Background: an optimization exercise with open tools, aiming at small area. Do not read the settings as production practice. Only simulation tests tie the RTL to the original design; equivalence was not proved. Power figures rest on the tool's default switching activity, not on a simulated workload.

File: flow/design.v
package lq_pkg;
    typedef logic [4:0]  lq_ptr_t;
    typedef logic [5:0]  rob_idx_t;
    typedef logic [6:0]  fwd_idx_t;    
    typedef logic [15:0] mem_addr_t;
    typedef logic [15:0] mem_data_t;
    typedef logic [5:0]  phy_reg_t;
endpackage
`timescale 1ns/1ns
module load_queue (
    input  logic        clk,
    input  logic        rst,
    input  logic        flsh,
    input  logic [4:0]  mis_pred_ld_ptr,
    input  logic [4:0]  cmmt_ld_ptr,
    input  logic [31:0] indx_ld_al,
    input  logic        mem_rd,
    input  logic [5:0]  indx_ls,
    input  logic [15:0] addr_ls,
    input  logic [5:0]  phy_addr_ld_in,
    input  logic        ld_grnt,
    input  logic        done,
    input  logic [15:0] data_ca,
    input  logic        fwd,
    input  logic        fwd_rdy,
    input  logic [15:0] data_sq,
    output logic        stll,
    output logic        ld_req,
    output logic [15:0] addr,
    output logic [5:0]  phy_addr_ld,
    output logic [5:0]  indx_ld,
    output logic [6:0]  indx_fwd,
    output logic [15:0] data_ld,
    output logic        vld_ld,
    output logic        reg_wrt_ld
);
    localparam int D = 24;
    logic [4:0] head, tail, tail_inc, tail_nxt;
    logic       full, full_nxt;
    logic [3:0] v;           
    logic       lanes_ok;    
    logic [3:0] a;           
    logic [2:0] n;
    always_comb begin
        for (int k = 0; k < 4; k++) v[k] = indx_ld_al[8*k+7];
        lanes_ok = (v[0] | ~v[1]) & (v[1] | ~v[2]) & (v[2] | ~v[3]);
        a = v & {4{lanes_ok}};
        n = 3'(a[0]) + 3'(a[1]) + 3'(a[2]) + 3'(a[3]);
    end
    always_comb begin
        logic [5:0] s;
        s = {1'b0, tail} + {3'b0, n};
        if (s >= 6'd24) s = s - 6'd24;
        tail_inc = s[4:0];
        tail_nxt = flsh ? mis_pred_ld_ptr : tail_inc;
        full_nxt = (tail_nxt == cmmt_ld_ptr) & (a[0] | (full & ~flsh));
    end
    always_ff @(posedge clk or negedge rst) begin
        if (!rst) begin
            head <= '0;
            tail <= '0;
            full <= 1'b0;
        end else begin
            head <= cmmt_ld_ptr;
            tail <= tail_nxt;
            full <= full_nxt;
        end
    end
    assign stll = full;
    logic [D-1:0] ge_head, lt_tail, occ, tail_oh, alloc_en;
    logic wrap;
    assign wrap = (tail < head) | full;
    always_comb begin
        for (int i = 0; i < D; i++) begin
            ge_head[i] = (5'(i) >= head);
            lt_tail[i] = (5'(i) < tail);
            tail_oh[i] = (5'(i) == tail);
            occ[i] = (ge_head[i] & lt_tail[i]) | (wrap & (ge_head[i] | lt_tail[i]));
        end
        for (int i = 0; i < D; i++) begin
            alloc_en[i] = (tail_oh[i] & a[0])
                        | (tail_oh[(i + D - 1) % D] & a[1])
                        | (tail_oh[(i + D - 2) % D] & a[2])
                        | (tail_oh[(i + D - 3) % D] & a[3]);
        end
    end
    logic [6:0] lane_rot [4];
    always_comb begin
        for (int j = 0; j < 4; j++)
            lane_rot[j] = indx_ld_al[8*((j - 32'(tail[1:0])) & 3) +: 7];
    end
    logic [6:0]  e_idx  [D];
    logic [15:0] e_addr [D];
    logic [5:0]  e_phy  [D];
    logic [D-1:0] pend, upd, cur;
    logic         wb, busy;
    always_comb begin
        for (int i = 0; i < D; i++)
            upd[i] = mem_rd & occ[i] & (e_idx[i][5:0] == indx_ls);
    end
    always_ff @(posedge clk) begin
        for (int i = 0; i < D; i++) begin
            e_idx[i]  <= ({7{alloc_en[i]}} & lane_rot[i % 4]) | ({7{occ[i]}} & e_idx[i]);
            e_addr[i] <= {16{~alloc_en[i]}} & (e_addr[i] | ({16{upd[i]}} & addr_ls));
            e_phy[i]  <= {6{~alloc_en[i]}} & (e_phy[i] | ({6{upd[i]}} & phy_addr_ld_in));
        end
    end
    always_ff @(posedge clk or negedge rst) begin
        if (!rst)
            pend <= '0;
        else
            pend <= (pend & ~({D{wb}} & cur)) | upd;
    end
    logic [4:0] grant_b, cur_b;
    always_comb begin
        logic [D-1:0] hreq;
        logic [4:0]   gh, gl;
        hreq = pend & ge_head;
        gh = '0;
        gl = '0;
        for (int i = D - 1; i >= 0; i--) begin
            if (hreq[i]) gh = 5'(i);
            if (pend[i]) gl = 5'(i);
        end
        grant_b = (|hreq) ? gh : gl;
    end
    always_comb begin
        for (int i = 0; i < D; i++)
            cur[i] = (cur_b == 5'(i));
    end
    always_ff @(posedge clk) begin
        if (!busy)
            cur_b <= grant_b;
    end
    always_comb begin
        addr        = '0;
        phy_addr_ld = '0;
        indx_fwd    = '0;
        for (int i = 0; i < D; i++) begin
            addr        = addr        | (e_addr[i] & {16{cur[i]}});
            phy_addr_ld = phy_addr_ld | (e_phy[i]  & {6{cur[i]}});
            indx_fwd    = indx_fwd    | (e_idx[i]  & {7{cur[i]}});
        end
    end
    assign indx_ld = indx_fwd[5:0];
    typedef enum logic [2:0] {
        st_idle    = 3'b000,
        st_req     = 3'b001,
        st_wb      = 3'b010,
        st_both    = 3'b011,
        st_issued  = 3'b100,
        st_got_ca  = 3'b101,
        st_sq_miss = 3'b110,    
        st_sq_hit  = 3'b111     
    } st_e;
    st_e state, state_nxt;
    always_comb begin
        state_nxt = state;
        case (state)
            st_idle:    if (|pend) state_nxt = st_req;
            st_req:     if (ld_grnt) state_nxt = st_issued;
            st_issued: begin
                if (done & fwd_rdy)  state_nxt = st_both;
                else if (done)       state_nxt = st_got_ca;
                else if (fwd_rdy & fwd) state_nxt = st_sq_hit;
                else if (fwd_rdy)    state_nxt = st_sq_miss;
            end
            st_got_ca:  if (fwd_rdy) state_nxt = st_wb;
            st_sq_miss,
            st_sq_hit:  if (done) state_nxt = st_wb;
            st_both:    state_nxt = st_wb;
            st_wb:      state_nxt = st_idle;
            default:    state_nxt = st_idle;
        endcase
    end
    always_ff @(posedge clk or negedge rst) begin
        if (!rst)
            state <= st_idle;
        else
            state <= state_nxt;
    end
    assign ld_req     = (state == st_req);
    assign wb         = (state == st_wb);
    assign busy       = state[2] | state[1];
    assign vld_ld     = wb;
    assign reg_wrt_ld = wb;
    logic [15:0] data_q;
    logic        sq_en, ca_en;
    assign sq_en = fwd_rdy & fwd;
    assign ca_en = done & ~sq_en & (state != st_sq_hit);
    always_ff @(posedge clk)
        data_q <= ({16{sq_en}} & data_sq) | ({16{ca_en}} & data_ca)
                | ({16{~(sq_en | ca_en)}} & data_q);
    assign data_ld = data_q;
endmodule
File: flow/flow/run.sh
#!/bin/bash
# Own layout flow: the standard ORFS flow with
#  - the standard synthesis script, except that ABC maps for area (flow/abc_area.script)
#  - port buffers of the smallest buffer cell
#  - CTS with small clusters of clkbuf_8 and no dummy loads
set -euo pipefail
here=$(pwd)
export MY_ABC_SCRIPT=$here/flow/abc_area.script
export BUFFER_PORTS_ARGS="-buffer_cell sky130_fd_sc_hd__buf_1"
export CTS_ARGS="-sink_clustering_enable -repair_clock_nets -dont_use_dummy_load -buf_list sky130_fd_sc_hd__clkbuf_8 -sink_clustering_size 16 -sink_clustering_max_diameter 60"
for s in FLOORPLAN GLOBAL_PLACE RESIZE DETAIL_PLACE REPAIR_TIMING_POST_PLACE CTS GLOBAL_ROUTE; do export PRE_${s}_TCL=$here/flow/dont_use.tcl; done
bash standard.sh SYNTH_SCRIPT=$here/flow/synth_custom.tcl finish > $here/flow_make.log 2>&1
File: flow/flow/abc_area.script
&get -n
&st
&syn2
&dch
&nf -a
&put
File: flow/flow/dont_use.tcl
set_dont_use [get_lib_cells {sky130_fd_sc_hd__buf_2 sky130_fd_sc_hd__buf_4 sky130_fd_sc_hd__buf_6 sky130_fd_sc_hd__buf_8 sky130_fd_sc_hd__buf_12 sky130_fd_sc_hd__buf_16}]
File: flow/flow/synth_custom.tcl
proc synth {args} { yosys synth -nofsm -noshare {*}$args }
set my_fh [open $::env(SCRIPTS_DIR)/synth.tcl]
set my_body [read $my_fh]
close $my_fh
set my_hook {source $::env(SCRIPTS_DIR)/synth_preamble.tcl}
set my_body [string map [list $my_hook "$my_hook\nset abc_args \[lreplace \$abc_args 1 1 \$::env(MY_ABC_SCRIPT)\]"] $my_body]
eval $my_body
# left out here: clear keep_hierarchy, flatten, clean up, hide names made inside functions, write 1_2_yosys.v
File: flow/standard.sh
#!/bin/bash
# synth_recipe.tcl (not shown) runs the flow's synth.tcl, then flattens the netlist and writes it again
# the make line also repeats each setting of config.mk as NAME=value (left out here)
make -C /OpenROAD-flow-scripts/flow DESIGN_CONFIG=/design/flow/config.mk WORK_HOME=/design/flow/orfs CLKGATE_MAP_FILE= SYNTH_SCRIPT=/design/flow/synth_recipe.tcl "${@:-finish}"
File: flow/config.mk
export PLATFORM = sky130hd
export DESIGN_NAME = load_queue
export DESIGN_NICKNAME = load_queue
export VERILOG_FILES = /design/flow/design.v
export SDC_FILE = /design/flow/constraint.sdc
export NUM_CORES = 4
export LEC_CHECK = 0
export CAP_MARGIN = 0
export CORE_MARGIN = 2
export CORE_UTILIZATION = 60
export SLEW_MARGIN = 0
File: flow/constraint.sdc
create_clock -name core_clock -period 10.0 [get_ports {clk}]
set_input_delay 2.0000 -clock core_clock [delete_from_list [all_inputs] [get_ports {clk}]]
set_output_delay 2.0000 -clock core_clock [all_outputs]
set_load 0.01 [all_outputs]
==> run summary, run 1 <==
Synth:
- The largest total area in the synthesized netlist belongs to sky130_fd_sc_hd__dfxtp_1.
- The count of warnings emitted by yosys is 5.
- Counting flops with a built-in enable in the synthesized netlist gives 5.
- Ranked by total cell area, the synthesized netlist is headed by sky130_fd_sc_hd__dfxtp_1 (47%), sky130_fd_sc_hd__a21oi_1 (10%), sky130_fd_sc_hd__nor2_1 (7.7%).
- The synthesized netlist occupies a cell area of roughly 30000 um2.
- The most used flip-flop cell after synthesis is sky130_fd_sc_hd__dfxtp_1.
- The post-synthesis cell type count is 53.
- For this run, asynchronously set or reset flops after synthesis account for 0.05033.
- The synthesized flop and latch total is approximately 760.
- The sequential element share of the synthesized area is 0.5114.
- The mean instance size in the synthesized netlist is 9.311 um2.
- Synthesis produced a netlist with a net count of 3346.
- Of the post-synthesis cell area, the dominant cell type holds 0.4747.
- The number of standard cells after synthesis is 3225.

Placed design:
- In this run the tool buffered the top-level ports with 164 buffer cells.
- After legalization and detailed placement, the total HPWL measured 80630 um.
- In this run the cell area measured after placement is 32070 um2.
- Including well taps, the total number of placed cells is 4155.
- At the end of routability-driven placement, the weighted congestion stood at just under 1.
- Before CTS, the worst setup slack after placement is 3.316 ns.

Min path:
- Counting instances, the worst hold path has a depth of 2.
- The destination of the worst hold path is data_q[12].
- The beginning of the worst hold path is data_q[12].
- The path type of the worst min-delay path is flop to flop.

Floorplanning:
- The number of rows created at floorplan is 81.
- The die covers a little over 50000 um2.
- From left edge to right edge, the die measures 227.7 um.
- The boundary pin count is roughly 170.
- For this configuration, the core starts out at a cell density of 0.6109.
- The die height is 227.7 um.
- The core region is 49150 um2.

Global route:
- The via count of the first global-routing pass is 28440.
- The pin count of the biggest net entering global routing is 30.
- The total overflow left after global routing is 0.
- The initial antenna violation count is 0.
- The first global-routing pass estimated 173400 um of wire.
- The total routing resource utilization after global routing is 0.4301.

Cells and area:
- The multi-input combinational cells in the finished layout cover a total of 14750 um2.
- The number of nets in the finished design is around 3700.
- In the final layout, the share of cells above drive strength 1 is 0.03751.
- After the flow finishes, the layout carries non-filler instances totaling 4211.
- The final core utilization is 0.6679.
- The area added between synthesis and finish is 9.330%.
- The flip-flop and latch area is 15350 um2.
- After filler insertion, the fill cell instance count of the layout stands at 4108.
- After routing the design area is 32830 um2.

Pwr:
- The maximum vdd ir drop is about 0.17 mV.
- The ratio of total power to cell area is 222.9 nW/um2.
- For this design the static power due to leakage is around 12 nW.

Route:
- For this block, the initial DRC count from the detailed router was approximately 4600.
- Summing over every cut layer, the via total after detailed routing is a little under 30000.
- The number of nets with antenna violations after routing is 0.
- The number of iterations in the first detailed-routing pass is 10.
- In the final routed layout, each cell accounts on average for 27.29 um.
- The via-per-instance ratio is 7.036.
- The DRC violation count after routing is 0.
- The final layout contains routed wiring with a total length of 114900 um.

Worst setup path:
- The most critical setup path has its startpoint at cur_b[3].
- STA classifies the critical path endpoint as an output port.
- The required time reported for the critical path endpoint is 8.00 ns.
- The critical path in this run is classified as flop to output port.
- The endpoint identified for the worst register-to-register timing path is e_phy[23][0].
- The number of cells on the worst reg-to-reg path is 16.
- The origin of the critical flop-to-flop path is head[1].
- The kind of start point of the critical path is a flop.
- The worst register-to-register path has a setup slack of 4.40 ns.
- Data arrives at the worst endpoint at 4.43 ns.
- In this run the worst path has a maximum fanout of 18.

Timing:
- Setup repair after global routing left no endpoint under its margin.
- The clock arrives with approximately 0.13 ns of skew.
- The worst-case setup margin in the final layout is 3.566 ns.
- The number of setup violations in the final report is 0.
- Of the available clock period, the critical path in the final layout requires 0.6434.
- The transition time at the pin with the least slew margin is 1.579 ns.
- The setup total negative slack is 0 ns.
- The final hold violation count is 0.
- Measured against its own limit, the worst slew margin works out to -0.05289.
- The minimum clock period is 6.434 ns.
- The number of slew-limit violations in the final report came to 7.
- The highest attainable clock frequency is 0.1554 GHz.

Outcome:
- The layout checks failed on capacitance limit, slew limit.
- The flow ran to the end, but the layout failed its checks.

Clock network:
- Clock tree synthesis selected as its root buffer the cell sky130_fd_sc_hd__clkbuf_8.
- The clock tree from TritonCTS is built.
- The number of hold buffers added after CTS was 0.
- In this run the post-CTS setup repair buffer count came out at 0.
- The clock transition time at the flip-flop clock pins of the worst setup and hold paths is 0.08 ns.
- The total of cells resized after clock tree synthesis is 0.
- The H-tree was split into 2 levels.
- The clock net sink count is 755.
- The longest clock path from root to sink contains 3 buffers.
- Counting the buffers created by CTS gives 55.
- Clock latency on the worst-skew pair, taken at its later pin, is 0.75 ns.

Flow run:
- Across the run, the number of max-cap violations was 1.
-- worst max path at each step --
stage                      to  slack, ns  depth (start not counted)
2_1_floorplan            full       3.72                         16
3_3_place_gp             full       3.33                         17
3_5_place_dp             full       3.32                         16
4_1_cts            indx_ld[2]       3.73                          8
5_1_grt        phy_addr_ld[3]       3.57                          9
6_report              addr[6]       3.57                          8
-- metrics by stage --
step                      hold WS (ns)  total power, W
after floorplan                 0.4357        0.004983
after global placement          0.4261        0.005757
after detailed placement        0.4431        0.005843
after CTS                       0.4529        0.007227
after global routing            0.4771        0.007603
final                           0.4510        0.007319
-- synthesized netlist by cell type, drive strengths merged, types with 26 or more instances --
master	instances
a21oi	597
a221oi	34
a222oi	127
a22o	203
a22oi	115
clkinv	26
dfrtp	38
dfxtp	712
nand2	165
nand2b	26
nand3	79
nand4	62
nor2	615
o21ai	29
xnor2	135
-- logic make-up after synthesis --
family | Yosys count | share of synthesized area
compound gates | 1196 | 0.2669
xor+xnor | 152 | 0.04433
fa+ha+maj | 30 | 0.01167
buf+inv | 33 | 0.005000
flops | 755 | 0.5114
mux | 15 | 0.01088
simple gates | 1044 | 0.1499
-- power by group --
part | internal, W | total [W] | switching, W | leakage, nW
clock network | 0.000490 | 0.00144 | 0.000950 | 0.395
logic | 0.000569 | 0.00193 | 0.00137 | 5.78
registers | 0.00354 | 0.00394 | 0.000400 | 6.26
-- worst max-delay path, stage by stage (launching register included) --
cell,delay [ns]
sky130_fd_sc_hd__edfxtp_1,0.46
sky130_fd_sc_hd__or3b_1,0.67
sky130_fd_sc_hd__nor2_2,0.94
sky130_fd_sc_hd__buf_1,0.81
sky130_fd_sc_hd__a222oi_1,0.37
sky130_fd_sc_hd__nand4_1,0.17
sky130_fd_sc_hd__nor2_1,0.09
sky130_fd_sc_hd__nand3_1,0.12
sky130_fd_sc_hd__buf_1,0.16
-- layout make-up --
| type | instances | share of cell area |
|---|---|---|
| antenna | 1 | 0.00007623 |
| clock buffer | 55 | 0.02306 |
| inverter | 26 | 0.002973 |
| multi-input combinational | 2437 | 0.4493 |
| sequential | 755 | 0.4677 |
| tap | 664 | 0.02531 |
| timing repair buffer | 273 | 0.03152 |
-- metal layers --
layer  vias up  track usage  routed length, um
met5         -            0                  0
met4         0       0.3133               9692
met3       460      0.08941              13340
met2      2208       0.6582              50030
met1     14170       0.5407              41870
li1      12790            -                  -
-- placed cells by master, fill, tap and decap left out, types with 9 or more instances in the layout --
| master | instances |
|---|---|
| sky130_fd_sc_hd__o22ai_1 | 20 |
| sky130_fd_sc_hd__nand2b_1 | 26 |
| sky130_fd_sc_hd__or3_1 | 16 |
| sky130_fd_sc_hd__nand4_1 | 62 |
| sky130_fd_sc_hd__a22o_1 | 203 |
| sky130_fd_sc_hd__nor3b_2 | 18 |
| sky130_fd_sc_hd__and2_0 | 15 |
| sky130_fd_sc_hd__nand2_1 | 165 |
| sky130_fd_sc_hd__clkinv_1 | 26 |
| sky130_fd_sc_hd__a22oi_1 | 115 |
| sky130_fd_sc_hd__o31ai_1 | 18 |
| sky130_fd_sc_hd__o21bai_1 | 13 |
| sky130_fd_sc_hd__maj3_1 | 19 |
| sky130_fd_sc_hd__nor2_1 | 591 |
| sky130_fd_sc_hd__a221oi_1 | 34 |
| sky130_fd_sc_hd__nor4_1 | 9 |
| sky130_fd_sc_hd__xnor2_1 | 135 |
| sky130_fd_sc_hd__buf_1 | 265 |
| sky130_fd_sc_hd__dfrtp_1 | 38 |
| sky130_fd_sc_hd__xor2_1 | 17 |
| sky130_fd_sc_hd__clkbuf_8 | 55 |
| sky130_fd_sc_hd__o21ai_0 | 21 |
| sky130_fd_sc_hd__dfxtp_1 | 712 |
| sky130_fd_sc_hd__nand3_1 | 79 |
| sky130_fd_sc_hd__a21oi_1 | 597 |
| sky130_fd_sc_hd__a222oi_1 | 127 |
| sky130_fd_sc_hd__nor3_1 | 13 |
| sky130_fd_sc_hd__mux4_2 | 14 |
| sky130_fd_sc_hd__nor2_2 | 24 |
-- sequential cells by signal (all words and copies together) (netlist names) --
register	flops
e_addr	384
e_idx	168
tail	5
cur_b	5
full	1
head	5
state	3
data_q	16
pend	24
e_phy	144
==> run 2, diff against run 1 <==
--- a/flow/design.v
+++ b/flow/design.v
@@ -6,6 +6,24 @@
     typedef logic [15:0] mem_data_t;
     typedef logic [5:0]  phy_reg_t;
 endpackage
+`timescale 1ns/1ns
+module lq_entry (
+    input  logic               clk,
+    input  logic [23:0]        a_en,
+    input  logic [23:0]        a_en_n,
+    input  logic [21:0]        a_z,
+    input  logic [23:0]        i_en,
+    input  logic [23:0]        i_en_n,
+    input  logic [3:0][6:0]    i_z,
+    output logic [23:0][28:0]  s
+);
+    always_ff @(posedge clk) begin
+        for (int i = 0; i < 24; i++) begin
+            s[i][21:0]  <= ~((s[i][21:0] | {22{a_en[i]}}) & ({22{a_en_n[i]}} | a_z));
+            s[i][28:22] <= ~((s[i][28:22] | {7{i_en[i]}}) & ({7{i_en_n[i]}} | i_z[i % 4]));
+        end
+    end
+endmodule
 `timescale 1ns/1ns
 module load_queue (
     input  logic        clk,
@@ -67,44 +85,53 @@
         end
     end
     assign stll = full;
-    logic [D-1:0] ge_head, lt_tail, occ, tail_oh, alloc_en;
+    logic [D-1:0] ge_head, lt_tail, occ, alloc_en;
     logic wrap;
     assign wrap = (tail < head) | full;
     always_comb begin
         for (int i = 0; i < D; i++) begin
             ge_head[i] = (5'(i) >= head);
             lt_tail[i] = (5'(i) < tail);
-            tail_oh[i] = (5'(i) == tail);
             occ[i] = (ge_head[i] & lt_tail[i]) | (wrap & (ge_head[i] | lt_tail[i]));
         end
         for (int i = 0; i < D; i++) begin
-            alloc_en[i] = (tail_oh[i] & a[0])
-                        | (tail_oh[(i + D - 1) % D] & a[1])
-                        | (tail_oh[(i + D - 2) % D] & a[2])
-                        | (tail_oh[(i + D - 3) % D] & a[3]);
-        end
-    end
-    logic [6:0] lane_rot [4];
+            logic lt_ti;
+            lt_ti = (5'(i) < tail_inc);
+            alloc_en[i] = a[0] & ((tail_inc > tail) ? (~lt_tail[i] & lt_ti) : (~lt_tail[i] | lt_ti));
+        end
+    end
+    logic [3:0][6:0] lane_rot;
     always_comb begin
         for (int j = 0; j < 4; j++)
             lane_rot[j] = indx_ld_al[8*((j - 32'(tail[1:0])) & 3) +: 7];
     end
-    logic [6:0]  e_idx  [D];
-    logic [15:0] e_addr [D];
-    logic [5:0]  e_phy  [D];
-    logic [D-1:0] pend, upd, cur;
+    logic         ph;
+    logic [D-1:0] pend, upd, upd_n, alloc_n, cur;
     logic         wb, busy;
-    always_comb begin
+    logic [D-1:0][28:0] ent;           
+    logic [5:0]   key;
+    logic [21:0]  wr_data;
+    logic [3:0][6:0] wr_idx;
+    always_ff @(posedge clk or negedge rst) begin
+        if (!rst)
+            ph <= 1'b0;
+        else
+            ph <= ~ph;
+    end
+    assign key     = indx_ls ^ {6{ph}};
+    assign wr_data = {phy_addr_ld_in, addr_ls} ^ {22{ph}};
+    always_comb begin
+        for (int j = 0; j < 4; j++)
+            wr_idx[j] = lane_rot[j] ^ {7{ph}};
         for (int i = 0; i < D; i++)
-            upd[i] = mem_rd & occ[i] & (e_idx[i][5:0] == indx_ls);
-    end
-    always_ff @(posedge clk) begin
-        for (int i = 0; i < D; i++) begin
-            e_idx[i]  <= ({7{alloc_en[i]}} & lane_rot[i % 4]) | ({7{occ[i]}} & e_idx[i]);
-            e_addr[i] <= {16{~alloc_en[i]}} & (e_addr[i] | ({16{upd[i]}} & addr_ls));
-            e_phy[i]  <= {6{~alloc_en[i]}} & (e_phy[i] | ({6{upd[i]}} & phy_addr_ld_in));
-        end
-    end
+            upd[i] = mem_rd & occ[i] & (ent[i][27:22] == key);
+    end
+    assign upd_n   = ~upd;
+    assign alloc_n = ~alloc_en;
+    lq_entry store_i (
+        .clk(clk), .a_en(upd), .a_en_n(upd_n), .a_z(wr_data),
+        .i_en(alloc_en), .i_en_n(alloc_n), .i_z(wr_idx), .s(ent)
+    );
     always_ff @(posedge clk or negedge rst) begin
         if (!rst)
             pend <= '0;
@@ -132,15 +159,12 @@
         if (!busy)
             cur_b <= grant_b;
     end
-    always_comb begin
-        addr        = '0;
-        phy_addr_ld = '0;
-        indx_fwd    = '0;
-        for (int i = 0; i < D; i++) begin
-            addr        = addr        | (e_addr[i] & {16{cur[i]}});
-            phy_addr_ld = phy_addr_ld | (e_phy[i]  & {6{cur[i]}});
-            indx_fwd    = indx_fwd    | (e_idx[i]  & {7{cur[i]}});
-        end
+    logic [28:0] rd;
+    always_comb begin
+        rd = '0;
+        for (int i = 0; i < D; i++)
+            rd = rd | (ent[i] & {29{cur[i]}});
+        {indx_fwd, phy_addr_ld, addr} = rd ^ {29{ph}};
     end
     assign indx_ld = indx_fwd[5:0];
     typedef enum logic [2:0] {
==> flow/flow/run.sh (replaced) <==
#!/bin/bash
# Own layout flow: the standard ORFS flow with
#  - the standard synthesis script, except that ABC maps for area (flow/abc_area.script)
#    and the entry storage module (lq_entry) is mapped on its own before the
#    design is flattened, so that its enable and inverted-enable inputs stay
#    separate signals for ABC
#  - port buffers of the smallest buffer cell, and repair buffers of that size only
#  - CTS with small clusters of clkbuf_8 and no dummy loads
set -euo pipefail
here=$(pwd)
export MY_ABC_SCRIPT=$here/flow/abc_area.script
export SYNTH_KEEP_MODULES=lq_entry
export BUFFER_PORTS_ARGS="-buffer_cell sky130_fd_sc_hd__buf_1"
export CTS_ARGS="-sink_clustering_enable -repair_clock_nets -dont_use_dummy_load -buf_list sky130_fd_sc_hd__clkbuf_8 -sink_clustering_size 16 -sink_clustering_max_diameter 60"
for s in FLOORPLAN GLOBAL_PLACE RESIZE DETAIL_PLACE REPAIR_TIMING_POST_PLACE CTS GLOBAL_ROUTE; do export PRE_${s}_TCL=$here/flow/dont_use.tcl; done
bash standard.sh SYNTH_SCRIPT=$here/flow/synth_custom.tcl finish > $here/flow_make.log 2>&1
==> flow/flow/abc_area.script (replaced) <==
&get -n
&st
&dc2
&dc2
&syn2
&dch -f
&nf -a -E 100 -R 1000
&put
==> flow/flow/dont_use.tcl (replaced) <==
# Repair buffers: only the small buf_1 / buf_2
set_dont_use [get_lib_cells {sky130_fd_sc_hd__buf_4 sky130_fd_sc_hd__buf_6 sky130_fd_sc_hd__buf_8 sky130_fd_sc_hd__buf_12 sky130_fd_sc_hd__buf_16 sky130_fd_sc_hd__clkdlybuf4s* sky130_fd_sc_hd__dlygate4sd* sky130_fd_sc_hd__dlymetal6s*}]
--- a/flow/config.mk
+++ b/flow/config.mk
@@ -5,7 +5,7 @@
 export SDC_FILE = /design/flow/constraint.sdc
 export NUM_CORES = 4
 export LEC_CHECK = 0
-export CAP_MARGIN = 0
+export CAP_MARGIN = 10
 export CORE_MARGIN = 2
 export CORE_UTILIZATION = 60
-export SLEW_MARGIN = 0
+export SLEW_MARGIN = 10
==> run 2 against run 1 <==
The layout still fails its checks (capacitance limit, slew limit). Routed wire length up 17%. Via count up 4.8%. Power up 40%. Non-clock buffer count up 4. Critical endpoint is now store_i.s[56]. Largest cell class unchanged. Largest power group unchanged. Highest routed layer is now met5.
==> run summary, run 2 <==
Outcome:
- The run finished, with violations left.
- The checks that failed were capacitance limit, slew limit.

Timing:
- For the pin with the worst max-slew slack, the measured transition is between 1.5 and 2 ns.
- Setup violations remaining at the end of the flow were counted as 0.
- The post-route clock period utilization is 0.8241.
- For the final database, setup skew stands at 0.1306 ns.
- The number of slew-limit violations in the final report came to 16.
- The final hold violation count was 0.
- The worst max-slew margin expressed relative to the limit is -0.007293.
- The setup total negative slack is 0 ns.
- The highest attainable clock frequency is around 0.12 GHz.
- The smallest clock period supported by the final layout is computed as 8.241 ns.
- Setup repair after global routing left no endpoint under its margin.
- After layout, the worst setup slack is 1.759 ns.

Clock network:
- The H-tree was split into 2 levels.
- The clock tree from TritonCTS is built.
- The clock passes through at most 3 buffers.
- Clock-pin slew was measured on the worst setup and hold paths at 0.08 ns.
- The post-CTS setup-driven buffer insertion count is 0.
- The TritonCTS buffer count is 57.
- Hold repair after CTS inserted 0 buffers.
- Clock tree synthesis selected as its root buffer the cell sky130_fd_sc_hd__clkbuf_8.
- For the worst-skew pair, the clock arrives at the later sink with an insertion delay of 0.79 ns.
- In this run, post-CTS repair resized a total of 0 instances.
- The clock net sink count is ~760.

Worst setup path:
- The critical path goes through buf_1, nor2_1, nand2_1, nand2_1, clkinv_1, fa_1, fa_1, clkinv_1, fa_1, nand2_1, xnor2_1, nand2_1, a21oi_1, a31oi_1, a21boi_0, clkinv_1, ha_1, nand3_1, or3_1, a32oi_1, nor2_1, o31ai_1, clkinv_1, o22ai_1.
- The kind of start point of the critical path is an input pin.
- The kind of critical path is input pin to flop.
- The worst register-to-register path ends at store_i.s[56].
- For flop-to-flop paths, the worst setup slack is 3.36 ns.
- Along the worst path, the maximum fanout reaches 9.
- Broken down by cell family, the worst path's largest delay share belongs to compound AO/OA/AOI/OAI gates.
- In this run the critical register-to-register path is launched from tail[0].
- Data on the critical path is required at its endpoint by 10.65 ns.
- The buffers plus inverters on the worst setup path is 5.
- The cell type of the slowest stage on the worst timing path is sky130_fd_sc_hd__o31ai_1.
- On the worst path, the slowest cell contributes a delay of 0.98 ns.
- The critical path starts at indx_ld_al[23].
- Data on the critical path arrives at its endpoint at between 8 and 9 ns.
- The number of cell instances on the worst register-to-register path is 19.
- The worst setup path is captured at a flop.

Synth:
- The most common cell in the synthesized netlist is sky130_fd_sc_hd__o22ai_1.
- Summing every instance area after synthesis gives 29240 um2.
- Averaged over all synthesized cells, the footprint is ~10 um2.
- The number of standard cells after synthesis is 2918.
- Yosys attributes the largest share of cell area to sky130_fd_sc_hd__dfxtp_1 (49%), sky130_fd_sc_hd__o22ai_1 (15%), sky130_fd_sc_hd__a222oi_1 (3.8%).
- The post-synthesis cell type count is slightly below 60.
- The count of warnings emitted by yosys is 2.
- The async set or reset register ratio after synthesis is 0.05159.
- The most used flip-flop cell after synthesis is sky130_fd_sc_hd__dfxtp_1.
- The synthesized design spends more area on one cell type than any other, namely sky130_fd_sc_hd__dfxtp_1.
- The area share of the largest cell type after synthesis is 0.4875.
- The number of enable flip-flop cells after synthesis is 5.
- The commonest cells after synthesis are sky130_fd_sc_hd__o22ai_1 (722), sky130_fd_sc_hd__dfxtp_1 (712), sky130_fd_sc_hd__nand2_1 (282), sky130_fd_sc_hd__nor2_1 (112), sky130_fd_sc_hd__a222oi_1 (110).
- The sequential element share of the synthesized area is 0.5261.
- The number of nets handed over by synthesis was 3041.
- The synthesized design contains 756 register bits.

Global route:
- The first global-routing pass estimated 192400 um of wire.
- The via count of the first global-routing pass is slightly below 30000.
- The initial antenna violation count was 5.
- Entering global routing, the biggest net connects 40 pins.
- The aggregate global routing overflow is 0.
- The total routing resource utilization after global routing is 0.5177.

Placed design:
- Prior to clock tree synthesis, the placed netlist has a worst setup slack of 1.198 ns.
- The number of port buffers is 164.
- Routability-driven placement finished with a final weighted congestion of 1.075.
- The cell area reported after detailed placement is 31460 um2.
- The wire-length estimate of the detail-placed layout is ~86000 um.

Min path:
- Along the worst hold path, the cell count comes to 1.
- The worst hold path belongs to the class flop to flop.
- The startpoint identified for the worst hold timing path is store_i.s[1].
- For hold timing, the worst endpoint is store_i.s[1].

Floorplanning:
- The die height is 224.7 um.
- The total area inside the core boundary comes to 47950 um2.
- The width of the die is approximately 220 um.
- The full die area is 50510 um2.
- The floorplan has 80 rows.
- The boundary pin count is 165.
- The initial standard-cell utilization of the core is 0.6098.

Route:
- Before antenna repair, the detailed router went through 9 iterations.
- After detailed routing, the number of remaining DRC violations is 0.
- The detailed router finished its first iteration with 5987 violations.
- Across all layers, the routed design uses 31060 vias.
- After detailed routing, the average wire length per cell comes to 34.71 um.
- The via-per-instance ratio is about 8.0.
- The routed wire length is roughly 130000 um.
- In this run the remaining antenna-violating nets after routing total 0.

Pwr:
- The worst-case IR drop observed on VDD is just under 0.2 mV.
- The ratio of total power to cell area is 317.8 nW/um2.
- The total leakage power is between 10 and 15 nW.

Cells and area:
- In the layout the commonest cells are sky130_fd_sc_hd__o22ai_1 (722), sky130_fd_sc_hd__dfxtp_1 (712), sky130_fd_sc_hd__nand2_1 (282).
- The commonest non-fill, non-tap cell in the layout is sky130_fd_sc_hd__o22ai_1.
- The register name with the most flops is store_i.s.
- The number of inserted filler cells in the final layout is around 3800.
- The number of flip-flops under the largest register name is 696.
- The area added between synthesis and finish is 10.39%.
- The share of layout cells above drive strength 1 is 0.04777.
- After routing the design area is 32270 um2.
- The largest registers in the layout are store_i.s (696), pend (24), data_q (16).
- The number of nets in the finished design is ~3400.

Flow run:
- The number of maximum-capacitance constraint violations is 4.
==> run 2: area by class of cell <==
cell class | count | area, um2 | area share
sequential | 756 | 15380 | 0.4767
multi-input combinational | 2069 | 13910 | 0.4309
timing repair buffer | 277 | 1090 | 0.03377
clock buffer | 57 | 784.5 | 0.02431
tap | 615 | 769.5 | 0.02384
inverter | 86 | 322.8 | 0.01000
antenna | 6 | 15.01 | 0.0004652
==> run 2: per-layer routing <==
| layer | share of wire | vias up | track usage | wire length, um |
|---|---|---|---|---|
| li1 | - | 12480 | - | - |
| met4 | 0.11 | 2 | 0.4245 | 14620 |
| met3 | 0.16 | 1074 | 0.1779 | 21540 |
| met2 | 0.40 | 3090 | 0.7449 | 53590 |
| met5 | 0.000097 | - | 0 | 13 |
| met1 | 0.33 | 14410 | 0.6274 | 44440 |
==> run 2: cells by family after synthesis <==
group,count (synthesis),share of synthesized area
compound gates,1266,0.2979
buf+inv,93,0.01284
flops,756,0.5261
fa+ha+maj,22,0.009416
simple gates,584,0.08701
xor+xnor,158,0.04733
mux,39,0.01943
==> run 2: how the worst max path moves through the flow <==
stage / to / slack, ns / cells after the start
after detailed placement: store_i.s[57] / 1.20 / 24
after floorplan: store_i.s[56] / 2.18 / 23
after global routing: store_i.s[56] / 1.34 / 23
final: store_i.s[56] / 1.76 / 24
after CTS: store_i.s[56] / 1.91 / 24
after global placement: store_i.s[56] / 1.39 / 24
==> run 2: metrics by stage <==
step / utilization / cells / power [W] / hold slack [ns]
4_1_cts: 0.6725 / 3860 / 0.009989 / 0.4508
5_1_grt: 0.6729 / 3862 / 0.01057 / 0.4635
6_report: 0.6731 / 3866 / 0.01026 / 0.4517
3_3_place_gp: 0.6557 / 3802 / 0.008429 / 0.4290
2_1_floorplan: - / 2918 / 0.007143 / 0.4206
3_5_place_dp: 0.6561 / 3803 / 0.008581 / 0.4365
==> run 2: Yosys stat by module, one instance, submodules excluded <==
module      flops+latches  cells inside
lq_entry              696          1392
load_queue             60          1526
==> run 2: power by group <==
group	internal (W)	total, W	switching, W
clock network	0.000507	0.00148	0.000972
registers	0.00433	0.00552	0.00119
logic	0.00124	0.00326	0.00202
total	0.00608	0.0103	0.00418
==> run 3, diff against run 2 <==
--- a/flow/config.mk
+++ b/flow/config.mk
@@ -5,7 +5,7 @@
 export SDC_FILE = /design/flow/constraint.sdc
 export NUM_CORES = 4
 export LEC_CHECK = 0
-export CAP_MARGIN = 10
+export CAP_MARGIN = 20
 export CORE_MARGIN = 2
 export CORE_UTILIZATION = 60
-export SLEW_MARGIN = 10
+export SLEW_MARGIN = 20
==> run 3 against run 2 <==
Now clean on timing, DRC and antenna. Synthesized cell count is the same. Via count about the same. Sequential power about the same. Worst setup slack better by 0.038 ns. Final area up 0.39%. Combinational power about the same. Utilization rose by 0.26 points. Fmax increased by 0.46%. Critical path type unchanged. Highest routed layer is now met4.
==> run summary, run 3 <==
Outcome:
- The run finished with no timing, DRC or antenna violations.

Clock network:
- After clock tree synthesis, the clock-pin slew on the worst setup and hold paths is about 0.10 ns.
- The total of cells resized after clock tree synthesis is 0.
- The buffer cell driving the clock tree root is sky130_fd_sc_hd__clkbuf_8.
- The clock tree from TritonCTS is built.
- The longest clock path from root to sink contains 3 buffers.
- The number of clock buffers added by TritonCTS is 57.
- The clock net sink count is 756.
- The total of hold buffers inserted after clock tree synthesis is 0.
- The clock latency on the worst-skew pair is 0.79 ns.
- The H-tree was split into 2 levels.
- The post-CTS setup-driven buffer insertion count is 0.

Synth:
- The post-synthesis cell type count is 58.
- The count of warnings emitted by yosys is 2.
- The post-synthesis net count is 3041.
- Summing every instance area after synthesis gives 29240 um2.
- Counting flops and latches in the post-synthesis netlist gives 756.
- In the synthesized netlist, the number of instances is 2918.
- After synthesis, the most frequently instantiated cells are sky130_fd_sc_hd__o22ai_1 (722), sky130_fd_sc_hd__dfxtp_1 (712), sky130_fd_sc_hd__nand2_1 (282), sky130_fd_sc_hd__nor2_1 (112), sky130_fd_sc_hd__a222oi_1 (110).
- In this run, synthesis inferred 5 flip-flops with an integrated enable.
- The largest total area in the synthesized netlist belongs to sky130_fd_sc_hd__dfxtp_1.
- The mean instance size in the synthesized netlist is roughly 10 um2.
- The most used flip-flop cell after synthesis is sky130_fd_sc_hd__dfxtp_1.
- The area share of the largest cell type after synthesis is 0.4875.
- Yosys instantiated no cell more often than sky130_fd_sc_hd__o22ai_1.
- By area the synthesized netlist is led by sky130_fd_sc_hd__dfxtp_1 (49%), sky130_fd_sc_hd__o22ai_1 (15%), sky130_fd_sc_hd__a222oi_1 (3.8%).
- The async set or reset register ratio after synthesis is 0.05159.
- The sequential element share of the synthesized area is 0.5261.

Placed design:
- The setup slack at placement is 1.157 ns.
- The congestion estimate from routability-driven global placement came to 1.075.
- Buffers placed on the I/O ports in this run total roughly 160.
- Once detailed placement completed, the half-perimeter wirelength came to ~87000 um.
- The cell area reported after detailed placement is 31500 um2.

Timing:
- Adding up every negative setup slack in the final design gives 0 ns.
- The final hold violation count is 0.
- Hold is met by 0.4547 ns.
- The minimum clock period is 8.203 ns.
- The transition time at the pin with the least slew margin is 1.380 ns.
- The post-route clock period utilization is 0.8203.
- The number of setup violations in the final report is 0.
- Setup repair after global routing left no endpoint under its margin.
- Static timing analysis puts the maximum clock frequency at around 0.12 GHz.
- The worst-case setup margin in the final layout is ~1.8 ns.
- The clock skew is 0.1616 ns.
- The number of slew-limit violations in the final report is 0.
- Measured against its own limit, the worst slew margin works out to 0.08012.

Global route:
- The first-pass GRT wire length is roughly 190000 um.
- The initial antenna violation count is 4.
- The total routing resource utilization after global routing is 0.5172.
- Entering global routing, the biggest net connects 40 pins.
- The via count of the first global-routing pass was 29360.
- Global routing finished with a remaining overflow of 0.

Pwr:
- For this design the ratio of total power to cell area is roughly 320 nW/um2.
- The analysis attributes to cell leakage a power of around 12 nW.
- Overall power consumption after layout is estimated at 0.01027 W.
- The worst-case IR drop observed on VDD is 0.2052 mV.

Worst setup path:
- The worst setup path is of the input pin to flop kind.
- Data on the critical path is required at its endpoint by 10.66 ns.
- Across all register-to-register paths, the minimum setup slack is 3.38 ns.
- The critical path arrival is 8.86 ns.
- The worst setup path endpoint is store_i.s[317].
- In this run the worst path has a maximum fanout of 9.
- The capturing element type of the critical path is a flop.
- The number of cells on the worst reg-to-reg path is 19.
- The endpoint of the most critical register-to-register path is store_i.s[317].
- Tracing the worst setup path back leads to its startpoint at indx_ld_al[23].
- The kind of start point of the critical path is an input pin.
- The origin of the critical flop-to-flop path is tail[0].

Cells and area:
- Leaving out fill and tap cells, the most frequent cell in the layout is sky130_fd_sc_hd__o22ai_1.
- The finished cells cover 32400 um2.
- The share of layout cells above drive strength 1 is 0.05171.
- The register name with the most flops is store_i.s.
- The top cell types in the final layout, fill and taps aside, are sky130_fd_sc_hd__o22ai_1 (722), sky130_fd_sc_hd__dfxtp_1 (712), sky130_fd_sc_hd__nand2_1 (282).
- The largest registers in the layout are store_i.s (696), pend (24), data_q (16).
- The number of flip-flops under the largest register name is 696.
- The number of nets in the finished design is 3374.
- The area added between synthesis and finish is 10.82%.

Route:
- The final route contains around 31000 vias.
- The count of nets left with antenna violations once routing finished came out at 0.
- For this run, design rule violations remaining after detail routing come to 0.
- The routed wire length is around 130000 um.
- The detailed router's first-iteration violation count is 5887.
- In the routed layout, each cell is associated on average with a via count of 8.031.
- For this run, the detailed router's first-pass iteration total came to 10.
- The per-cell routed wire length is ~35 um.

Floorplanning:
- The die height is 224.7 um.
- Pin placement for this block handled 165 I/O pins.
- Measured along the x axis, the die boundary spans 224.7 um.
- The initial standard-cell utilization of the core is 0.6098.
- In this run the core area contains 80 standard-cell rows.
- The core box area is ~48000 um2.
- The full die area is 50510 um2.

Flow run:
- The number of maximum-capacitance constraint violations is 0.

Min path:
- The path type of the worst min-delay path is flop to flop.
- Along the worst hold path, the cell count comes to 1.
## run 3: kinds of logic (layout without fill, tap and decap cells)
kind of cell / count (synthesis) / in the layout / synth area share
flops: 756 / 756 / 0.5261
compound gates: 1266 / 1266 / 0.2979
mux: 39 / 39 / 0.01943
simple gates: 584 / 584 / 0.08701
fa+ha+maj: 22 / 22 / 0.009416
buf+inv: 93 / 424 / 0.01284
xor+xnor: 158 / 158 / 0.04733
other cells: 0 / 6 / 0
## run 3: metrics by stage
stage | cells | util
2_1_floorplan | 2918 | -
3_3_place_gp | 3802 | 0.6557
3_5_place_dp | 3805 | 0.6570
4_1_cts | 3862 | 0.6734
5_1_grt | 3865 | 0.6755
6_report | 3870 | 0.6758
## run 3: worst min path at each step
stage | startpoint | to
4_1_cts | store_i.s[668] | store_i.s[668]
3_5_place_dp | store_i.s[397] | store_i.s[397]
5_1_grt | store_i.s[269] | store_i.s[269]
2_1_floorplan | store_i.s[115] | store_i.s[115]
6_report | store_i.s[34] | store_i.s[34]
3_3_place_gp | store_i.s[680] | store_i.s[680]
## run 3: layout make-up
type                    count  area, um2
fillers                  3731      15550
inverters                  86      329.1
clock buffers              57      784.5
multi-input cells        2069      13950
flip-flops and latches    756      15380
diodes                      6      15.01
well taps                 615      769.5
repair buffers            281       1164
## run 3: where the power goes
| part | internal [W] | switching, W |
|---|---|---|
| sequential | 0.00433 | 0.00119 |
| clock | 0.000507 | 0.000973 |
| combinational | 0.00125 | 0.00203 |
## run 3: routing by layer
layer | up-vias | routed length, um | global-route usage
met1 | 14490 | 45080 | 0.6183
met3 | 1008 | 21040 | 0.1841
met5 | - | 0 | 0.004888
met4 | 0 | 13960 | 0.4281
met2 | 3102 | 54450 | 0.7466
li1 | 12480 | - | -
## run 3: critical path, cell delays in order
cell	delay [ns]
sky130_fd_sc_hd__buf_1	0.12
sky130_fd_sc_hd__nand3_1	0.13
sky130_fd_sc_hd__nand2_1	0.35
sky130_fd_sc_hd__clkinv_1	0.40
sky130_fd_sc_hd__fa_1	0.59
sky130_fd_sc_hd__fa_1	0.44
sky130_fd_sc_hd__clkinv_1	0.07
sky130_fd_sc_hd__fa_1	0.33
sky130_fd_sc_hd__nand2_1	0.13
sky130_fd_sc_hd__xnor2_1	0.17
sky130_fd_sc_hd__nand2_1	0.08
sky130_fd_sc_hd__a21oi_1	0.04
sky130_fd_sc_hd__a31oi_1	0.38
sky130_fd_sc_hd__a21boi_0	0.41
sky130_fd_sc_hd__clkinv_1	0.17
sky130_fd_sc_hd__ha_1	0.32
sky130_fd_sc_hd__nand3_1	0.09
sky130_fd_sc_hd__or3_1	0.34
sky130_fd_sc_hd__a32oi_1	0.58
sky130_fd_sc_hd__a21oi_1	0.15
sky130_fd_sc_hd__a21oi_1	0.85
sky130_fd_sc_hd__clkinv_1	0.45
sky130_fd_sc_hd__o22ai_1	0.26
## run 3: modules after synthesis, one instance, submodules excluded
module | flops+latches | cell area, um2 | copies in the design | cells inside
lq_entry | 696 | 18290 | 1 | 1392
load_queue | 60 | 10950 | 1 | 1526
==> run 4, diff against run 3 <==
--- a/flow/flow/run.sh
+++ b/flow/flow/run.sh
@@ -4,7 +4,7 @@
 #    and the entry storage module (lq_entry) is mapped on its own before the
 #    design is flattened, so that its enable and inverted-enable inputs stay
 #    separate signals for ABC
-#  - port buffers of the smallest buffer cell, and repair buffers of that size only
+#  - port buffers of the smallest buffer cell, and only small buffers (buf_1, buf_2) for repair
 #  - CTS with small clusters of clkbuf_8 and no dummy loads
 set -euo pipefail
 here=$(pwd)
==> run 4 against run 3 <==
Sequential share of layout area is the same. Largest cell class unchanged. Final area is the same. Critical endpoint unchanged. Fmax is the same. Highest routed layer unchanged. Clock skew is the same. Global-route usage is the same. Worst hold slack is the same. Flip-flop and latch count is the same. Clock power is essentially flat.
==> run summary, run 4 <==
Cells and area:
- The largest registers in the layout are store_i.s (696), pend (24), data_q (16).
- The register with the most flip-flops in the layout has 696 of them.
- Leaving out fill and tap cells, the most frequent cells in the layout are sky130_fd_sc_hd__o22ai_1 (722), sky130_fd_sc_hd__dfxtp_1 (712), sky130_fd_sc_hd__nand2_1 (282).
- The layout has 3731 filler cells.
- The share of layout cells above drive strength 1 is 0.05171.
- The finished layout cell area is 32400 um2.
- Measured on the finished design, the core utilization comes to 0.6758.
- The area added between synthesis and finish is 10.82%.
- store_i.s holds more flip-flops than any other register.
- After the last flow step, the layout net total stands at around 3400.
- Leaving out filler cells and counting taps, the final layout contains 3870.
- The footprint of the multi-input gates is roughly 14000 um2.
- The commonest non-fill, non-tap cell in the layout is sky130_fd_sc_hd__o22ai_1.
- Summing all flip-flop and latch instances after layout gives about 15000 um2.

Timing:
- Dividing the final minimum period by the clock period gives 0.8203.
- Setup repair after global routing left no endpoint under its margin.
- Adding up every negative setup slack in the final design gives 0 ns.
- The worst hold slack is 0.4547 ns.
- At the pin with the least slew margin, the transition time is 1.380 ns.
- Based on the critical path, the design can be clocked at up to 0.1219 GHz.
- The number of slew-limit violations in the final report is 0.
- The worst max-slew margin expressed relative to the limit is 0.08012.
- The minimum clock period is 8.203 ns.
- The clock skew is 0.1616 ns.
- The number of setup violations in the final report is 0.
- The final hold violation count was 0.

Worst setup path:
- At the worst endpoint, the required time is 10.66 ns.
- The worst setup path endpoint is store_i.s[317].
- The number of cell instances on the worst register-to-register path is 19.
- The setup check on the worst reg-to-reg path leaves a slack of roughly 3.4 ns.
- The buffers plus inverters on the worst setup path is 5.
- Traced cell by cell, the critical path runs through buf_1, nand3_1, nand2_1, clkinv_1, fa_1, fa_1, clkinv_1, fa_1, nand2_1, xnor2_1, nand2_1, a21oi_1, a31oi_1, a21boi_0, clkinv_1, ha_1, nand3_1, or3_1, a32oi_1, a21oi_1, a21oi_1, clkinv_1, o22ai_1.
- The largest stage delay on the critical path is 0.85 ns.
- STA classifies the critical path endpoint as a flop.
- The number of gates on the worst path with buffers counted is 23.
- In this design, the largest share of critical-path delay is due to compound AO/OA/AOI/OAI gates.
- Data on the critical path arrives at its endpoint at approximately 8.9 ns.
- The largest fanout on the critical path is 9.
- The kind of critical path is input pin to flop.
- The startpoint identified for the worst register-to-register timing path is tail[0].
- The cell type of the slowest stage on the worst timing path is sky130_fd_sc_hd__a21oi_1.
- STA classifies the critical path startpoint as an input pin.
- By instance count, the cell type seen most on the critical path is sky130_fd_sc_hd__clkinv_1.
- Tracing the worst setup path back leads to its startpoint at indx_ld_al[23].
- The endpoint of the most critical register-to-register path is store_i.s[317].

Pwr:
- The ratio of total power to cell area is 317.0 nW/um2.
- The analysis attributes to cell leakage a power of 11.54 nW.
- Across the VDD grid, the largest voltage drop is 0.2052 mV.

Synth:
- Each instance of the synthesized netlist takes up on average 10.02 um2.
- The most used flip-flop cell after synthesis is sky130_fd_sc_hd__dfxtp_1.
- The synthesized netlist occupies a cell area of 29240 um2.
- In the synthesized netlist the async set-or-reset flop fraction comes to 0.05159.
- The most frequent cell after synthesis is sky130_fd_sc_hd__o22ai_1.
- The sequential element share of the synthesized area is 0.5261.
- The cell type contributing the most total cell area after synthesis is sky130_fd_sc_hd__dfxtp_1.
- In this run, distinct cell masters in the synthesized netlist total 58.
- Counting every net in the synthesized netlist gives 3041.
- The count of warnings emitted by yosys is 2.
- The synthesized design contains around 760 register bits.
- The number of enable flip-flop cells after synthesis is 5.
- Ranked by total cell area, the synthesized netlist is headed by sky130_fd_sc_hd__dfxtp_1 (49%), sky130_fd_sc_hd__o22ai_1 (15%), sky130_fd_sc_hd__a222oi_1 (3.8%).
- The number of standard cells after synthesis is 2918.
- Ranked by instance count, the synthesized netlist is headed by sky130_fd_sc_hd__o22ai_1 (722), sky130_fd_sc_hd__dfxtp_1 (712), sky130_fd_sc_hd__nand2_1 (282), sky130_fd_sc_hd__nor2_1 (112), sky130_fd_sc_hd__a222oi_1 (110).
- The area share of the largest cell type after synthesis is 0.4875.

Placed design:
- The routability congestion estimate from global placement is 1.075.
- The number of port buffers is 164.
- After detailed placement, the design holds a cell count of 3805.
- The total half-perimeter wirelength after legalization and detailed placement is 86640 um.
- The cell area reported after detailed placement is 31500 um2.

Route:
- The first detailed-routing pass took 10 iterations.
- The via-per-instance ratio is between 8 and 9.
- The routed wire length is between 100000 and 150000 um.
- The detailed router's first-iteration violation count is 5887.
- Once detail routing completed, the nets flagged for antenna violations numbered 0.
- The DRC violation count after routing is 0.
- The routed layout has 31080 vias.
- The per-cell routed wire length is roughly 35 um.

Clock network:
- After clock tree synthesis, the clock-pin slew on the worst setup and hold paths is approximately 0.10 ns.
- Counting along the longest clock path gives a buffer depth of 3.
- The post-CTS setup-driven buffer insertion count is 0.
- TritonCTS built the clock tree.
- The buffer cell driving the clock tree root is sky130_fd_sc_hd__clkbuf_8.
- The later pin in the worst-skew pair is clocked with a latency of 0.79 ns.
- The total of cells resized after clock tree synthesis is 0.
- The total of hold buffers inserted after clock tree synthesis is 0.
- The clock drives 756 sinks.
- The H-tree was split into 2 levels.
- In this run, CTS created clock tree buffers numbering 57.

Floorplanning:
- The die is between 200 and 250 um wide.
- The die covers 50510 um2.
- The floorplan step set the die height to 224.7 um.
- The floorplan has 80 rows.
- The core box area is 47950 um2.
- The initial standard-cell utilization of the core is 0.6098.
- The boundary pin count is ~170.

Min path:
- The path type of the worst min-delay path is flop to flop.

Global route:
- The pin count of the biggest net entering global routing is 40.
- The first global-routing pass estimated 192600 um of wire.
- The via count of the first global-routing pass is 29360.
- Global routing finished with a remaining overflow of 0.
- The initial antenna violation count is 4.
- The total routing resource utilization after global routing is 0.5172.

Flow run:
- Across the run, the number of max-cap violations was 0.

Outcome:
- The flow ran to the end and the layout has no timing, DRC or antenna violations.
run 4: area by class of cell:
type / count / share of cell area
timing repair buffer: 281 / 0.03591
inverter: 86 / 0.01016
antenna: 6 / 0.0004634
tap: 615 / 0.02375
sequential: 756 / 0.4748
multi-input combinational: 2069 / 0.4307
clock buffer: 57 / 0.02421
run 4: logic make-up (layout without fill, tap and decap cells):
family / after synthesis / in the layout / share of synthesized area
buffers and inverters: 93 / 424 / 0.01284
adder cells (fa/ha/maj): 22 / 22 / 0.009416
flip-flops: 756 / 756 / 0.5261
multiplexers: 39 / 39 / 0.01943
AO/OA/AOI/OAI: 1266 / 1266 / 0.2979
AND/OR/NAND/NOR: 584 / 584 / 0.08701
XOR/XNOR: 158 / 158 / 0.04733
other: 0 / 6 / 0
run 4: per-module statistics from Yosys (local to each module, per instance):
module,cells inside,cell area [um2]
load_queue,1526,10950
lq_entry,1392,18290
run 4: per-stage QoR:
| stage | worst slack [ns] | total power (W) |
|---|---|---|
| 2_1_floorplan | 2.178 | 0.007143 |
| 3_3_place_gp | 1.388 | 0.008429 |
| 3_5_place_dp | 1.157 | 0.008582 |
| 4_1_cts | 1.876 | 0.009987 |
| 5_1_grt | 1.471 | 0.01059 |
| 6_report | 1.797 | 0.01027 |
run 4: routing by layer:
layer,track usage,wire length (um),vias to the layer above
li1,-,-,12480
met1,0.6183,45080,14490
met2,0.7466,54450,3102
met3,0.1841,21040,1008
met4,0.4281,13960,0
met5,0.004888,0,-
run 4: report_power, final:
group	total (W)	switching, W	internal [W]
registers	0.00552	0.00119	0.00433
clock network	0.00148	0.000973	0.000507
logic	0.00327	0.00203	0.00125
total	0.0103	0.00419	0.00608
run 4: worst min path at each step:
| stage | start | to | cells after the start |
|---|---|---|---|
| final | store_i.s[34] | store_i.s[34] | 1 |
| after global routing | store_i.s[269] | store_i.s[269] | 1 |
| after CTS | store_i.s[668] | store_i.s[668] | 1 |
| after detailed placement | store_i.s[397] | store_i.s[397] | 1 |
| after global placement | store_i.s[680] | store_i.s[680] | 1 |
| after floorplan | store_i.s[115] | store_i.s[115] | 1 |
==> run 5, diff against run 4 <==
==> flow/flow/run.sh (replaced) <==
#!/bin/bash
# Own layout flow: the standard ORFS flow with
#  - the standard synthesis script, except that ABC maps for area (flow/abc_area.script)
#    and the entry storage module (lq_entry) is mapped on its own before the
#    design is flattened, so that its enable and inverted-enable inputs stay
#    separate signals for ABC
#  - port buffers of the smallest buffer cell, and only small buffers (buf_1, buf_2) for repair
#  - CTS with clusters of up to 18 sinks on clkbuf_8 and no dummy loads
#  - a 40% repair margin for the repair on global-route parasitics
set -euo pipefail
here=$(pwd)
export MY_ABC_SCRIPT=$here/flow/abc_area.script
export SYNTH_KEEP_MODULES=lq_entry
export BUFFER_PORTS_ARGS="-buffer_cell sky130_fd_sc_hd__buf_1"
export CTS_ARGS="-sink_clustering_enable -repair_clock_nets -dont_use_dummy_load -buf_list sky130_fd_sc_hd__clkbuf_8 -sink_clustering_size 18 -sink_clustering_max_diameter 60"
for s in FLOORPLAN GLOBAL_PLACE RESIZE DETAIL_PLACE REPAIR_TIMING_POST_PLACE CTS; do export PRE_${s}_TCL=$here/flow/dont_use.tcl; done
export PRE_GLOBAL_ROUTE_TCL=$here/flow/grt.tcl
bash standard.sh SYNTH_SCRIPT=$here/flow/synth_custom.tcl finish > $here/flow_make.log 2>&1
==> flow/flow/abc_area.script (replaced) <==
&get -n
&st
&dc2
&dc2
&syn2
&dch -f
&nf -a -E 100 -R 1000
&st
&dc2
&dch -f
&nf -a -E 100 -R 1000
&put
==> flow/flow/grt.tcl (new file) <==
# Before global routing: small repair buffers only, and a wider repair margin
# for the repair that runs on global-route parasitics, which read lower than
# the extracted parasitics of the routed layout
source [file join [file dirname [info script]] dont_use.tcl]
set ::env(CAP_MARGIN) 40
set ::env(SLEW_MARGIN) 40
==> run 5 against run 4 <==
Register-to-register slack got worse by 0.18 ns. Flip-flop and latch count stayed put. Critical path depth rose by 1.
==> run summary, run 5 <==
Outcome:
- The flow ran to the end and the layout has no timing, DRC or antenna violations.

Timing:
- The number of slew-limit violations in the final report is 0.
- The final hold violation count was 0.
- The worst max-slew margin expressed relative to the limit is 0.3011.
- Clock skew on the completed layout was measured at 0.1247 ns.
- On the final layout, the worst hold slack is between 0.4 and 0.5 ns.
- The worst-case setup margin in the final layout is 1.734 ns.
- The number of setup violations in the final report is 0.
- At the pin with the least slew margin, the transition time is 1.048 ns.
- Dividing the final minimum period by the clock period gives 0.8266.
- In the final timing run, aggregate negative setup slack is 0 ns.
- The highest attainable clock frequency is 0.1210 GHz.
- After layout, the minimum clock period comes to 8.266 ns.
- Setup repair after global routing left no endpoint under its margin.

Cells and area:
- The largest registers in the layout are store_i.s (696), pend (24), data_q (16).
- Leaving out fill and tap cells, the most frequent cell in the layout is sky130_fd_sc_hd__o22ai_1.
- The share of layout cells above drive strength 1 is 0.08154.
- The register name with the most flops is store_i.s.
- The number of flip-flops under the largest register name is 696.
- Once layout is complete, the utilization of the core stands at 0.6872.
- The number of nets in the finished design is 3338.
- The area added between synthesis and finish is 12.75%.
- Leaving out fill and tap cells, the most frequent cells in the layout are sky130_fd_sc_hd__o22ai_1 (734), sky130_fd_sc_hd__dfxtp_1 (712), sky130_fd_sc_hd__nand2_1 (200).

Route:
- The per-cell routed wire length is 36.22 um.
- In the routed design, unresolved DRC markers number 0.
- The routed wire length is between 100000 and 150000 um.
- The count of nets left with antenna violations once routing finished came out at 0.
- After the first detailed-routing iteration, the DRC count stood at 5824.
- The first TritonRoute pass finished after 10 iterations.
- The via-per-instance ratio is 8.193.
- The routed via count is 31390.

Synth:
- For this run, the register share of the synthesized area comes to 0.5274.
- The portion of synthesized area spent on multiplexers is 0.01948.
- The share of synthesized area in the top cell type comes to 0.4888.
- The xor/xnor share of the synthesized area is 0.04235.
- The most used flip-flop cell after synthesis is sky130_fd_sc_hd__dfxtp_1.
- The cell type contributing the most total cell area after synthesis is sky130_fd_sc_hd__dfxtp_1.
- Sorting the synthesized cells by how often they occur yields sky130_fd_sc_hd__o22ai_1 (734), sky130_fd_sc_hd__dfxtp_1 (712), sky130_fd_sc_hd__nand2_1 (201), sky130_fd_sc_hd__nor2_1 (126), sky130_fd_sc_hd__a222oi_1 (115).
- The mean instance size in the synthesized netlist is 10.12 um2.
- For this run, asynchronously set or reset flops after synthesis account for 0.05159.
- Of the total synthesized cell area, the portion taken by AND, OR, NAND and NOR gates is 0.07595.
- Counting flops and latches in the post-synthesis netlist gives 756.
- The number of enable flip-flop cells after synthesis is 5.
- By area the synthesized netlist is led by sky130_fd_sc_hd__dfxtp_1 (49%), sky130_fd_sc_hd__o22ai_1 (16%), sky130_fd_sc_hd__a222oi_1 (3.9%).
- The area fraction in compound gates after synthesis came to 0.3146.
- The post-synthesis net count is ~3000.
- The post-synthesis adder-cell area fraction is 0.006350.
- By area, the combinational part of the netlist is dominated by compound AO/OA/AOI/OAI gates.
- The total standard cell area after synthesis is 29160 um2.
- The post-synthesis cell type count is 55.
- The count of warnings emitted by yosys is 2.
- Yosys instantiated no cell more often than sky130_fd_sc_hd__o22ai_1.
- The number of standard cells after synthesis is 2881.

Worst setup path:
- For this run, the slowest stage of the critical path takes around 0.73 ns.
- Traced cell by cell, the critical path runs through buf_1, clkinv_1, o31ai_1, buf_1, nand2_1, fa_1, fa_1, clkinv_1, fa_1, nand2_1, xnor2_1, o211ai_1, o31ai_1, a31oi_1, clkinv_1, ha_1, nand3_1, or3_1, nand3_1, and2_0, nor2_1, a2bb2oi_1, clkinv_1, o22ai_1.
- The cell type of the slowest stage on the worst timing path is sky130_fd_sc_hd__a2bb2oi_1.
- The capturing element type of the critical path is a flop.
- The kind of critical path is input pin to flop.
- The worst setup path is launched from an input pin.
- For the worst setup path, the data required time is 10.62 ns.
- Counting stages on the worst path, the most repeated cell is sky130_fd_sc_hd__clkinv_1.
- The largest fanout on the critical path is 13.
- The critical path arrival is 8.88 ns.

Floorplanning:
- In this run the count of I/O pins placed on the die edge is between 150 and 200.
- The core box area is 47850 um2.
- The initial standard-cell utilization of the core is 0.6095.
- The die covers between 50000 and 60000 um2.
- From left edge to right edge, the die measures ~220 um.
- Measured along the y axis, the die boundary spans 224.5 um.
- After floorplanning, the core was divided into 80 placement rows.

Global route:
- met2 is the most crowded layer.
- The first global-routing pass estimated 197500 um of wire.
- The initial antenna violation count is 4.
- The fraction of met2 tracks used by global routing is 0.7421.
- The aggregate global routing overflow is 0.
- The via count of the first global-routing pass is ~30000.
- For this run, global-route usage on met1 was measured as 0.6414.
- In the global route stage, met3 resource usage came out at 0.2291.
- Across every metal layer, demand over resource in global routing totals 0.5345.
- The pin count of the biggest net entering global routing is 40.

Clock network:
- The clock net in this run drives a total of 756 sinks.
- The post-CTS setup-driven buffer insertion count is 0.
- TritonCTS built the clock tree.
- The number of gates resized after CTS was 0.
- The depth of the CTS H-tree is 2.
- The clock latency on the worst-skew pair is 0.78 ns.
- The tree is rooted in a sky130_fd_sc_hd__clkbuf_8.
- The clock transition time at the flip-flop clock pins of the worst setup and hold paths is ~0.090 ns.
- The longest clock path from root to sink contains 3 buffers.
- The TritonCTS buffer count is 52.
- The total of hold buffers inserted after clock tree synthesis is 0.

Pwr:
- Of the total power, the share spent switching nets is 0.4140.
- The share of total power dissipated in the clock network is 0.134.
- For this design the total switching power over the nets is 0.004408 W.
- The worst-case IR drop observed on VDD is 0.1941 mV.
- The share of total power dissipated in sequential elements is 0.533.
- For this design the static power due to leakage is between 10 and 15 nW.
- The cell-internal power is 0.006238 W.
- The ratio of total power to cell area is approximately 320 nW/um2.
- The proportion of power drawn by combinational gates is 0.333.

Placed design:
- The setup slack at placement is 1.311 ns.
- The total half-perimeter wirelength after legalization and detailed placement is 86290 um.
- The count of buffers added on input and output ports is 164.
- Routability-driven placement finished with a final weighted congestion of 1.150.

Min path:
- The path type of the worst min-delay path is flop to flop.

Flow run:
- The number of maximum-capacitance constraint violations is 0.
## run 5: metal layers
| layer | vias to the layer above | share of wire |
|---|---|---|
| li1 | 12490 | - |
| met1 | 14570 | 0.33 |
| met2 | 3209 | 0.39 |
| met3 | 1119 | 0.17 |
| met4 | 4 | 0.11 |
| met5 | - | 0.00024 |
## run 5: layout make-up
cell class | instances | area [um2]
repair buffers | 287 | 1525
clock buffers | 52 | 715.7
inverters | 94 | 365.4
flip-flops and latches | 756 | 15380
diodes | 3 | 7.507
well taps | 615 | 769.5
fillers | 3789 | 14970
multi-input cells | 2024 | 14110
## run 5: modules after synthesis, one instance, submodules excluded
module,cell area [um2],copies in the design
load_queue,10870,1
lq_entry,18290,1
## run 5: path summary, 6_finish.rpt
check | startpoint | end | slack [ns] | cells past startpoint
worst min register to register | store_i.s[676] | store_i.s[676] | 0.45 | 1
worst min-delay path | store_i.s[676] | store_i.s[676] | 0.45 | 1
min in group asynchronous | rst | state[0] | 1.30 | 1
worst max register to register | tail[0] | store_i.s[230] | 3.20 | 19
max in group asynchronous | rst | ph | 8.27 | 1
worst max-delay path | indx_ld_al[7] | store_i.s[230] | 1.73 | 24
## run 5: power groups by stage
stage / logic (W) / registers, W / clock network [W]
floorplan: 0.00220 / 0.00516 / 0
global placement: 0.00313 / 0.00554 / 0
detailed placement: 0.00325 / 0.00559 / 0
CTS: 0.00326 / 0.00554 / 0.00139
global route: 0.00370 / 0.00576 / 0.00149
finish: 0.00355 / 0.00568 / 0.00142
## run 5: per-stage QoR
stage / cells / total power, W / cell area (um2)
final: 3831 / 0.01065 / 32880
after global routing: 3828 / 0.01096 / 32870
after CTS: 3813 / 0.01019 / 32090
after detailed placement: 3761 / 0.008840 / 31370
after global placement: 3758 / 0.008672 / 31310
after floorplan: 2881 / 0.007361 / 29160
## run 5: critical path, delay by kind of cell
family | cells | cell delay, ns
AOI/OAI and AO/OA | 6 | 1.96
and+or+nand+nor | 7 | 1.78
adders and majority gates | 4 | 1.57
buffers and inverters | 6 | 1.36
xor gates and xnor gates | 1 | 0.18
## run 5: cell families (layout without fill, tap and decap cells)
family                     Yosys count  count (layout)
muxes                               39              39
buffers and inverters              101             433
DFF                                756             756
other                                0               3
xor gates and xnor gates           141             141
AOI/OAI and AO/OA                 1325            1325
and+or+nand+nor                    506             506
adders and majority gates           13              13

==> re-timing with driven ports <==
The results above use ideal ports. As a check the final layouts listed here were re-extracted and re-timed, cells and wires unchanged. Step 1 (the two cells are an assumption about what drives the block):
set clk [get_ports {clk}]
set_driving_cell -lib_cell sky130_fd_sc_hd__clkbuf_16 $clk
set_driving_cell -lib_cell sky130_fd_sc_hd__buf_2 [delete_from_list [all_inputs] $clk]
Step 2 times the ports against the registers' clock, not the clock port: input delays grow and output delays shrink by t, the midpoint of the rising clock arrivals with the driver on. a / b / c = ideal ports / drivers / drivers and shift; a / b = the first two.
run	t (ns)	setup slack, ns	worst data-port slew with drivers (ns)
run 1	0.742	3.566 / 3.508 / 3.192	0.09
run 2	0.781	1.759 / 1.797 / 1.016	0.04
run 3	0.771	1.797 / 1.834 / 1.063	0.05
run 4	0.771	1.797 / 1.834 / 1.063	0.05
run 5	0.777	1.734 / 1.769 / 0.992	0.04
The setup slack of run 2, which loses most, moves by +0.038 ns with the drivers and by -0.743 ns with both steps.
